Source: an optimization exercise on an open RTL-to-GDS flow (aim: small area, a short achievable clock period and few clock cycles). Production flows keep margins and buffers that such runs may drop. RTL that was checked went through simulation tests only; none was proved equivalent to the original. No driver is modelled on the clock port, so clocking that relies on it looks cheaper here than on a real chip. No activity file was given, so power comes from the tool's default toggle rates.

== job 101 ==
## qc_fsm_complex
module qc_fsm_complex #(
  parameter int unsigned N    = 3,
  parameter int unsigned W    = 16,
  parameter int unsigned FRAC = W - 2
) (
  input  logic         clk,
  input  logic         reset,
  input  logic         load_ready,
  input  logic [W-1:0] load_data,
  input  logic         new_gate,
  output logic [W-1:0] send_data,
  output logic         busy,
  output logic         done,
  output logic         sat
);
For scale: ~2100 cells after synthesis, about 700 flip-flops, roughly 39 I/O pins, about 30000 um^2 of cells after synthesis.
Settings: LEC_CHECK=0, CAP_MARGIN=20, CORE_MARGIN=2, CORE_UTILIZATION=70, PLACE_DENSITY=0.75, SLEW_MARGIN=20; clock period 12.5 ns.
run.sh (not shown) runs the stock make flow with config.mk's settings and CLKGATE_MAP_FILE= SYNTH_SCRIPT=/design/flow/synth_recipe.tcl, a recipe that flattens the netlist after the stock synthesis.
Looking at the reports, job 101 completed the entire flow and the layout it produced met the timing, DRC and antenna checks.
Testbench counts of job 101, summed over its fixed seeds: cycles 66,240.
> inputs changed (job 101 -> job 102)
Settings: CTS_CLUSTER_SIZE: unset -> 20; CTS_BUF_LIST: unset -> sky130_fd_sc_hd__clkbuf_8 sky130_fd_sc_hd__clkbuf_16; CTS_CLUSTER_DIAMETER: unset -> 80.
Results
Diff job 101 -> job 102: worst max-slew margin expressed relative to the limit decreased by 1.3 points relative to the old numbers; net switching power of the design shows a reduction of 6.5%; upper clock frequency limit shows an increase of about 0.4%. In job 102 relative to job 101, routed via count had gone down slightly. Between job 101 and job 102, the combinational power figures differ only marginally. Between job 102 and job 101, the difference in post-route clock period utilization is negligible. [compare] base=job 101 new=job 102: routed wire length lost 3.9%, filler cell count in the final layout higher, number of diodes level, count of non-filler cells in the finished layout now smaller.
The following lists how job 103 was set up differently from job 102:
Settings: CORE_UTILIZATION: 70 -> 40; CTS_CLUSTER_DIAMETER: 80 -> unset; CTS_BUF_LIST: sky130_fd_sc_hd__clkbuf_8 sky130_fd_sc_hd__clkbuf_16 -> unset; CTS_CLUSTER_SIZE: 20 -> unset; PLACE_DENSITY: 0.75 -> unset.
### Flow results
- Job 103 ended with every stage complete and zero timing, DRC or antenna violations.
- The via count reported for job 103 is higher than the one for job 102.
- Compare job 103 and job 102 | wire length of the first global-routing pass higher: job 103
- Post-detailed-routing wire length went up by a few percent going from job 102 to job 103.
- The die used by job 103 is larger than the one used by job 102.

---

== build 79 ==
Another version of the RTL of qc_fsm_complex (not shown whole).
Size: roughly 2,100 cells after synthesis, about 700 flip-flops, about 39 I/O pins, ~30,000 µm² of cells after synthesis.
==> flow/design.v (excerpt) <==
module qc_fsm_complex #(
  parameter int unsigned N    = 3,
  parameter int unsigned W    = 16,
  parameter int unsigned FRAC = W - 2
) (
  input  logic         clk,
  input  logic         reset,
  input  logic         load_ready,
  input  logic [W-1:0] load_data,
  input  logic         new_gate,
  output logic [W-1:0] send_data,
  output logic         busy,
  output logic         done,
  output logic         sat
);
clock: 12.5 ns
lec_check: 0
cap_margin: 20
core_margin: 2
core_utilization: 70
cts_buf_list: sky130_fd_sc_hd__clkbuf_16
cts_cluster_diameter: 90
cts_cluster_size: 24
place_density: 0.75
slew_margin: 20
standard.sh (not shown) runs the stock make flow with config.mk's settings and CLKGATE_MAP_FILE= SYNTH_SCRIPT=/design/flow/synth_recipe.tcl, a recipe that flattens the netlist after the stock synthesis.
==> flow/flow/run.sh <==
#!/bin/bash
# The standard layout (standard.sh: standard synthesis, floorplan, place, CTS, route),
# with three changes to how it is made:
#  - the port buffers are buf_4 cells instead of the resizer's default pick (a delay cell);
#  - timing repair aims at a setup slack margin well past zero, so that the layout runs
#    faster than the clock period asks for;
#  - after CTS, the root buffer that CTS puts right at the clock port is taken out, so the
#    port drives the four buffers of the tree's first level directly (unroot.tcl). Every
#    register's clock still passes two levels of clock buffers; all arrive equally earlier.
# The clock period, SDC and all other settings are the standard flow's.
set -euo pipefail
cd "$(dirname "$0")/.."
export BUFFER_PORTS_ARGS="-buffer_cell sky130_fd_sc_hd__buf_4"
export SETUP_SLACK_MARGIN=9.0
export TNS_END_PERCENT=100
R=orfs/results/sky130hd/qc_fsm_complex/base
bash standard.sh cts > make_cts.log 2>&1
UNROOT_IN=$R/4_cts.odb UNROOT_OUT=$R/4_cts.odb openroad -no_init -exit flow/unroot.tcl > unroot.log 2>&1
bash standard.sh finish > make_finish.log 2>&1
Other scripts of this flow, unchanged in this note and not shown: flow/flow/unroot.tcl
Build 79: all stages complete, timing, DRC and antenna checks passed
Testbench counts of build 79, summed over its fixed seeds: cycles 66,240.
diff inputs: build 79 => build 49
-- flow/flow/run.sh --
<<< build 79, line 12
cd "$(dirname "$0")/.."
export BUFFER_PORTS_ARGS="-buffer_cell sky130_fd_sc_hd__buf_4"
export SETUP_SLACK_MARGIN=9.0
export TNS_END_PERCENT=100
R=orfs/results/sky130hd/qc_fsm_complex/base
>>> build 49, line 12
cd "$(dirname "$0")/.."
export BUFFER_PORTS_ARGS="-buffer_cell sky130_fd_sc_hd__buf_4"
export SETUP_SLACK_MARGIN=9.15
export TNS_END_PERCENT=100
R=orfs/results/sky130hd/qc_fsm_complex/base
Results
- Comparing build 79 and build 49, the higher register-to-register path setup slack is on build 79.
- Relative to build 79, the final instance area of build 49 is higher by 2.6%.
- On area of the multi-input gates, the lower figure sits with build 79, not build 49.
- Relative to build 79, data arrival time at the worst-slack endpoint has decreased by 0.03 ns in build 49.
- Comparing number of fill cells in the layout for build 79 and build 49, the smaller number came from build 49.
- Of the two candidates, build 79 has the better sum of routed wire length over all layers and build 49 the worse one.
- Diff build 79 -> build 49 | total number of vias | up slightly
The inputs of build 81 differ from those of build 49 as listed below.
-- flow/flow/run.sh --
<<< build 49, line 12
cd "$(dirname "$0")/.."
export BUFFER_PORTS_ARGS="-buffer_cell sky130_fd_sc_hd__buf_4"
export SETUP_SLACK_MARGIN=9.15
export TNS_END_PERCENT=100
R=orfs/results/sky130hd/qc_fsm_complex/base
>>> build 81, line 12
cd "$(dirname "$0")/.."
export BUFFER_PORTS_ARGS="-buffer_cell sky130_fd_sc_hd__buf_4"
export SETUP_SLACK_MARGIN=8.9
export TNS_END_PERCENT=100
R=orfs/results/sky130hd/qc_fsm_complex/base
### Flow results
Sequential power share, build 81 and build 49: lower on build 49. Comparing build 81 and build 49, actual transition at the worst max-transition pin is lower on build 81. Taking build 49 as the reference, in build 81 combinational power shows a reduction of 12%, critical path depth in cells shows a reduction of 2, depth of the worst register-to-register path shows a reduction of 2, met2 track demand over resource shows a reduction of 1.3 points.

---

Setup of job 555:
RTL: one of the versions met above, not the one the previous note started from.
Size: ~2100 cells after synthesis, about 700 flip-flops, roughly 39 I/O pins, roughly 30000 sq um of cells after synthesis.
==> flow/design.v (excerpt) <==
module qc_fsm_complex #(
  parameter int unsigned N    = 3,
  parameter int unsigned W    = 16,
  parameter int unsigned FRAC = W - 2
) (
  input  logic         clk,
  input  logic         reset,
  input  logic         load_ready,
  input  logic [W-1:0] load_data,
  input  logic         new_gate,
  output logic [W-1:0] send_data,
  output logic         busy,
  output logic         done,
  output logic         sat
);
  localparam int unsigned Max  = 1 << N;
  localparam int unsigned AccW = 2 * W + N + 1;   
  localparam int unsigned ND   = W / 2;      
  localparam logic [AccW-1:0] KPos    = AccW'((((64'd1 << (2 * ND)) - 64'd1) / 64'd3) << W);
  localparam logic [AccW-1:0] AccInit = (AccW'(1) << (FRAC - 1)) - AccW'(2 * Max) * KPos;
  logic            wait_ack_q;    
  logic            cap;           
  logic            cap_q;         
  logic            ph1_q;         
  logic            ph_load_q, ph_gate_q, ph_drain_q, ph_send_q;
  logic [2*N:0]    cnt_q;         
  logic            ng_q;
  logic            lastw_q;       
  logic            done_q, sat_q;
  logic            part, row_last;
  assign part     = cnt_q[0];
  assign row_last = &cnt_q[2*N:N+1];
  assign cap = load_ready & ~wait_ack_q;
  logic wpart_q, wfirst_q, wlast_q, wrow7_q;
  logic a0_q, a1_q;
  logic r_q;
  logic [W-1:0]       x_q;
  logic [ND-1:0]      one_q, two_q, neg_q;
  logic [2*W-1:0]     pcs_s_q, pcs_c_q;
  logic [AccW-1:0]    acc_a_q, acc_b_q;    
  logic [W-1:0]       send_q;
  logic [2*W-1:0]     s_q [Max];      
  logic [2*W-1:0]     o_q [Max-1];
  logic [2*W-1:0] m_s, m_c;
  qc_mul_cs u_mul (.x(x_q), .one(one_q), .two(two_q), .neg(neg_q), .s(m_s), .c(m_c));
  logic          y_re, y_neg, y_ld;
  logic [W-1:0]  y;
  logic [ND-1:0] y_one, y_two, y_negd;
  assign y_ld  = cap_q | ph1_q;
  assign y_re  = ph_load_q | (cap_q ? part : wpart_q);
  assign y_neg = ~cap_q & ~wpart_q;
  assign y     = y_re ? s_q[0][W-1:0] : s_q[0][2*W-1:W];
  always_comb begin
    for (int i = 0; i < ND; i++) begin
      logic b2, b1, b0;
      b2 = y[2*i+1];
      b1 = y[2*i];
      b0 = (i == 0) ? 1'b0 : y[2*i-1];
      y_one[i]  = b1 ^ b0;
      y_two[i]  = (b2 & ~b1 & ~b0) | (~b2 & b1 & b0);
      y_negd[i] = b2 ^ y_neg;
  ...
export LEC_CHECK = 0
export CAP_MARGIN = 20
export CORE_MARGIN = 2
export CORE_UTILIZATION = 70
export CTS_BUF_LIST = sky130_fd_sc_hd__clkbuf_16
export CTS_CLUSTER_DIAMETER = 90
export CTS_CLUSTER_SIZE = 24
export PLACE_DENSITY = 0.75
export SLEW_MARGIN = 20
create_clock -name core_clock -period 12.5 [get_ports {clk}]
==> flow/flow/run.sh <==
#!/bin/bash
# The standard layout (standard.sh: standard synthesis, floorplan, place, CTS, route),
# with two changes to how it is made: the port buffers are buf_4 cells instead of the
# resizer's default pick (a delay cell), and timing repair aims at a setup slack margin
# well past zero, so that the layout runs faster than the clock period asks for.
# The clock period, SDC and all other settings are the standard flow's.
set -euo pipefail
cd "$(dirname "$0")/.."
export BUFFER_PORTS_ARGS="-buffer_cell sky130_fd_sc_hd__buf_4"
export SETUP_SLACK_MARGIN="${QC_SETUP_MARGIN:-9}"
export TNS_END_PERCENT=100
bash standard.sh > make_standard.log 2>&1
Job 555 finished every stage and its layout cleared the timing, DRC and antenna checks.
Testbench counts of job 555, summed over its fixed seeds: cycles 66,240.
> inputs changed (job 555 -> job 958)
Settings: CTS_BUF_LIST no longer set, was sky130_fd_sc_hd__clkbuf_16; CTS_CLUSTER_DIAMETER no longer set, was 90; CTS_CLUSTER_SIZE no longer set, was 24.
==> results.txt <==
Looking at the reports, job 958 completed the entire flow and the layout it produced met the timing, DRC and antenna checks.
Compared with job 555, in job 958 area growth from synthesis to layout shows an increase of 4.3 points; utilization after layout has increased; power drawn by the sequential cells saw little to no change.
Against job 555, job 958 comes in 3.1 points higher on layout cell share with drive strength beyond 1.
Against job 555, job 958 comes in 2 higher on first-pass iteration count of the detailed router.
Non-clock buffer count ends up higher on job 958.
CTS buffer count in job 958 is about 100% higher than in job 555
Job 958: routed wire length higher than job 555
Job 958 and job 555 ended up with roughly the same setup slack.
Higher met3 layer usage reported by global route among job 958 and job 555: job 958
Modified inputs, job 1357 compared to job 958
Settings: CTS_CLUSTER_SIZE now 30, previously not set; CTS_BUF_LIST now sky130_fd_sc_hd__clkbuf_16, previously not set; CTS_CLUSTER_DIAMETER now 100, previously not set.
==> flow/run.sh (new file) <==
#!/bin/bash
# synth_recipe.tcl (not shown) runs the flow's synth.tcl, then flattens the netlist and writes it again
# the make line also repeats each setting of config.mk as NAME=value (left out here)
make -C /OpenROAD-flow-scripts/flow DESIGN_CONFIG=/design/flow/config.mk WORK_HOME=/design/flow/orfs CLKGATE_MAP_FILE= SYNTH_SCRIPT=/design/flow/synth_recipe.tcl finish
removed: flow/flow/run.sh
removed: flow/standard.sh
Results
Lower final critical delay including setup and external delays was reported by job 958, not job 1357. Job 958 ended up with met2 as its highest-utilization routing layer at the global route stage; job 1357 ended up with met1. Share of layout cells above drive strength 1 in job 1357 is 13 points below job 958. Against job 958, job 1357 reports a combinational cell fraction of total power that is lower. Relative to job 958, the final cell area reported for job 1357 is lower.

---

Another version of the RTL of qc_fsm_complex (not shown whole).
Size: ~2,000 cells after synthesis, ~700 flip-flops, about 39 I/O pins, roughly 30,000 sq um of cells after synthesis.
Settings: LEC_CHECK=0, CAP_MARGIN=20, CORE_MARGIN=2, CORE_UTILIZATION=65, CTS_BUF_LIST=sky130_fd_sc_hd__clkbuf_16, CTS_CLUSTER_DIAMETER=90, CTS_CLUSTER_SIZE=24, PLACE_DENSITY=0.7, SLEW_MARGIN=20; clock period 12.5 ns.
==> flow/flow/run.sh <==
#!/bin/bash
# The standard layout (standard.sh: standard synthesis, floorplan, place, CTS, route),
# with three changes to how it is made:
#  - the port buffers are buf_4 cells instead of the resizer's default pick (a delay cell);
#  - timing repair aims at a setup slack margin well past zero, so that the layout runs
#    faster than the clock period asks for;
#  - after CTS, the root buffer that CTS puts right at the clock port is taken out, so the
#    port drives the four buffers of the tree's first level directly (unroot.tcl). Every
#    register's clock still passes two levels of clock buffers; all arrive equally earlier.
# The clock period, SDC and all other settings are the standard flow's.
set -euo pipefail
cd "$(dirname "$0")/.."
export BUFFER_PORTS_ARGS="-buffer_cell sky130_fd_sc_hd__buf_4"
export SETUP_SLACK_MARGIN=9.1
export TNS_END_PERCENT=100
R=orfs/results/sky130hd/qc_fsm_complex/base
bash standard.sh cts > make_cts.log 2>&1
UNROOT_IN=$R/4_cts.odb UNROOT_OUT=$R/4_cts.odb openroad -no_init -exit flow/unroot.tcl > unroot.log 2>&1
bash standard.sh finish > make_finish.log 2>&1
Other scripts of this flow, unchanged in this note and not shown: flow/flow/unroot.tcl
The starting point produced a clean layout.
Testbench counts at the start, summed over its fixed seeds: cycles 66,240.
Change:
--- a/flow/flow/run.sh
+++ b/flow/flow/run.sh
@@ -12,5 +12,5 @@
 cd "$(dirname "$0")/.."
 export BUFFER_PORTS_ARGS="-buffer_cell sky130_fd_sc_hd__buf_4"
-export SETUP_SLACK_MARGIN=9.1
+export SETUP_SLACK_MARGIN=8.9
 export TNS_END_PERCENT=100
 R=orfs/results/sky130hd/qc_fsm_complex/base
- CORE_UTILIZATION: 65 -> 70
- PLACE_DENSITY: 0.7 -> 0.75
Outcome: The new run completed without violations. Cell area came out lower by about 2.4%. Synthesized cell count is unchanged. Flip-flop and latch count does not change. Die area came out lower by 7.0%.
Change:
--- a/flow/flow/run.sh
+++ b/flow/flow/run.sh
@@ -12,5 +12,5 @@
 cd "$(dirname "$0")/.."
 export BUFFER_PORTS_ARGS="-buffer_cell sky130_fd_sc_hd__buf_4"
-export SETUP_SLACK_MARGIN=8.9
+export SETUP_SLACK_MARGIN=9.1
 export TNS_END_PERCENT=100
 R=orfs/results/sky130hd/qc_fsm_complex/base
After rerunning:
- The changed run finished with timing, DRC and antenna clean
- cell area increases by a few percent
- cell count increases slightly
- utilization increases by 1.8 points
- non-clock buffer count increases by 39
- clock power increases by a few percent
Change:
- CTS_CLUSTER_DIAMETER: 90 -> 100
- CTS_CLUSTER_SIZE: 24 -> 28
Result:
- The changed run ran to the end with no violations
- sequential cell count does not change
- global-route usage decreases by 0.27 points
- critical path depth stays the same
- fmax decreases by 2.4%
- design area decreases by 0.64%

---

Another version of the RTL of qc_fsm_complex (not shown whole).
For scale: roughly 2100 cells after synthesis, roughly 700 flip-flops.
Design qc_fsm_complex, start of the top module:
module qc_fsm_complex #(
  parameter int unsigned N    = 3,
  parameter int unsigned W    = 16,
  parameter int unsigned FRAC = W - 2
) (
  input  logic         clk,
  input  logic         reset,
  input  logic         load_ready,
  input  logic [W-1:0] load_data,
  input  logic         new_gate,
  output logic [W-1:0] send_data,
  output logic         busy,
  output logic         done,
  output logic         sat
);
clock: 12.5 ns
lec_check: 0
cap_margin: 20
core_margin: 2
core_utilization: 80
cts_buf_list: sky130_fd_sc_hd__clkbuf_16
cts_cluster_diameter: 90
cts_cluster_size: 24
place_density: 0.85
slew_margin: 20
==> flow/flow/run.sh <==
#!/bin/bash
# The standard layout (standard.sh: standard synthesis, floorplan, place, CTS, route),
# with two changes to how it is made: the port buffers are buf_4 cells instead of the
# resizer's default pick (a delay cell), and timing repair aims at a setup slack margin
# well past zero, so that the layout runs faster than the clock period asks for.
# The clock period, SDC and all other settings are the standard flow's.
set -euo pipefail
cd "$(dirname "$0")/.."
export BUFFER_PORTS_ARGS="-buffer_cell sky130_fd_sc_hd__buf_4"
export SETUP_SLACK_MARGIN="${QC_SETUP_MARGIN:-8.9}"
export TNS_END_PERCENT=100
bash standard.sh > make_standard.log 2>&1
The baseline completed without violations.
Then changed:
--- a/flow/flow/run.sh
+++ b/flow/flow/run.sh
@@ -10 +10 @@
-export SETUP_SLACK_MARGIN="${QC_SETUP_MARGIN:-8.9}"
+export SETUP_SLACK_MARGIN="${QC_SETUP_MARGIN:-8.8}"
--- a/flow/config.mk
+++ b/flow/config.mk
@@ -10 +10 @@
-export CORE_UTILIZATION = 80
+export CORE_UTILIZATION = 70
@@ -14 +14 @@
-export PLACE_DENSITY = 0.85
+export PLACE_DENSITY = 0.75
The changed run produced a clean layout.
Final area went down by 3.6%.
Total power shrinks by about 13%.
Worst setup slack gets better by 210 ps.
Utilization drops by 14 points.
Register-to-register slack gains 230 ps.
Synthesized area stays the same.
Global-route usage goes down by 11 points.
Then changed:
--- a/flow/flow/run.sh
+++ b/flow/flow/run.sh
@@ -10 +10 @@
-export SETUP_SLACK_MARGIN="${QC_SETUP_MARGIN:-8.8}"
+export SETUP_SLACK_MARGIN="${QC_SETUP_MARGIN:-8.9}"
--- a/flow/config.mk
+++ b/flow/config.mk
@@ -7,0 +8 @@
+export ABC_AREA = 1
- total power increases by 3.8%
- wire length rises by 19%
- core utilization grows by 1.3 points
- cell area increases by 1.7%
- worst setup slack got worse by 30 ps
- area after synthesis hardly moves
- final cell count went up by 14%
- global-route usage increases by 5.1 points
- clock skew came out higher by 11 ps
- die area barely changes
- via count went up by 11%
Then changed:
--- a/flow/flow/run.sh
+++ b/flow/flow/run.sh
@@ -10 +10 @@
-export SETUP_SLACK_MARGIN="${QC_SETUP_MARGIN:-8.9}"
+export SETUP_SLACK_MARGIN="${QC_SETUP_MARGIN:-9.4}"
--- a/flow/config.mk
+++ b/flow/config.mk
@@ -8 +7,0 @@
-export ABC_AREA = 1
First-iteration DRC count falls by 15%.
Setup slack gains 56 ps.
Wire length came out lower by 7.7%.
Clock skew shrinks by 6.3 ps.
Utilization is higher by 5.0 points.
Critical path depth is unchanged.
Sequential share of layout area falls by 3.7 points.
Clock-buffer cell count increases by 1.
Register-to-register slack gains 30 ps.
Then changed:
--- a/flow/flow/run.sh
+++ b/flow/flow/run.sh
@@ -10 +10 @@
-export SETUP_SLACK_MARGIN="${QC_SETUP_MARGIN:-9.4}"
+export SETUP_SLACK_MARGIN="${QC_SETUP_MARGIN:-8.9}"
After rerunning: Worst setup slack degrades by 17 ps. Wire length came out lower by 6.6%. Final cell count came out lower by 3.5%. Total power came out lower by 14%. Synthesized area stays the same. Hold slack improves by 11 ps. Global-route usage came out lower by 2.2 points. Non-clock buffer count came out lower by 95.
No run of this note included a check of the RTL's function; only the layout flow was run.

-- afterwards: timing with drivers on the ports --
The results above use ideal ports. As a check the final layouts listed here were re-extracted and re-timed, cells and wires unchanged.
Step 1: set_driving_cell puts a clkbuf_16 on clk and a buf_2 on each other input, an assumption about the parent block.
Step 2 moves the port delays by t, midway between the first and last clock arrival at a register: inputs arrive t later, outputs are due t later. That takes back most of the time a late clock gives input paths.
Slacks: ideal / step 1 / step 2; pairs: ideal / step 1.
run | t (ns) | setup WS [ns] | hold WS [ns] | worst setup path after step 2
job 101 | 0.657 | 8.403 / 8.367 / 8.105 | 0.409 / 0.409 / 0.409 | input to register
job 102 | 0.633 | 8.418 / 8.362 / 8.230 | 0.401 / 0.401 / 0.401 | input to register
job 103 | 0.661 | 8.374 / 8.315 / 8.212 | 0.412 / 0.412 / 0.412 | input to register
build 79 | 0.482 | 8.883 / 8.884 / 8.872 | 0.386 / 0.386 / 0.386 | input to register
build 49 | 0.502 | 8.853 / 8.853 / 8.853 | 0.386 / 0.386 / 0.386 | register to register
build 81 | 0.492 | 8.930 / 8.930 / 8.690 | 0.403 / 0.403 / 0.403 | input to register
job 555 | 0.633 | 8.826 / 8.770 / 8.611 | 0.411 / 0.411 / 0.411 | input to register
job 958 | 0.651 | 8.828 / 8.772 / 8.776 | 0.403 / 0.403 / 0.403 | input to register
job 1357 | 0.657 | 8.394 / 8.337 / 8.219 | 0.416 / 0.416 / 0.416 | input to register
the first run of note 4 | 0.504 | 9.070 / 8.946 / 8.863 | 0.400 / 0.400 / 0.400 | input to register
the second run of note 4 | 0.500 | 8.848 / 8.848 / 8.688 | 0.393 / 0.393 / 0.393 | input to register
the third run of note 4 | 0.509 | 9.044 / 8.920 / 8.853 | 0.400 / 0.400 / 0.400 | input to register
the fourth run of note 4 | 0.549 | 8.958 / 8.880 / 8.826 | 0.403 / 0.403 / 0.403 | input to register
the first run of note 5 | 0.657 | 8.634 / 8.622 / 8.497 | 0.396 / 0.396 / 0.396 | input to register
the second run of note 5 | 0.628 | 8.843 / 8.789 / 8.642 | 0.413 / 0.413 / 0.413 | input to register
the third run of note 5 | 0.647 | 8.814 / 8.753 / 8.574 | 0.406 / 0.406 / 0.406 | input to register
the fourth run of note 5 | 0.625 | 8.869 / 8.814 / 8.962 | 0.406 / 0.406 / 0.406 | register to register
the fifth run of note 5 | 0.632 | 8.852 / 8.794 / 8.642 | 0.417 / 0.417 / 0.417 | input to register
After both steps setup and hold are still met in every run listed. The setup slack of job 101, which loses most, moves by -0.036 ns with the drivers and by -0.298 ns with both steps.
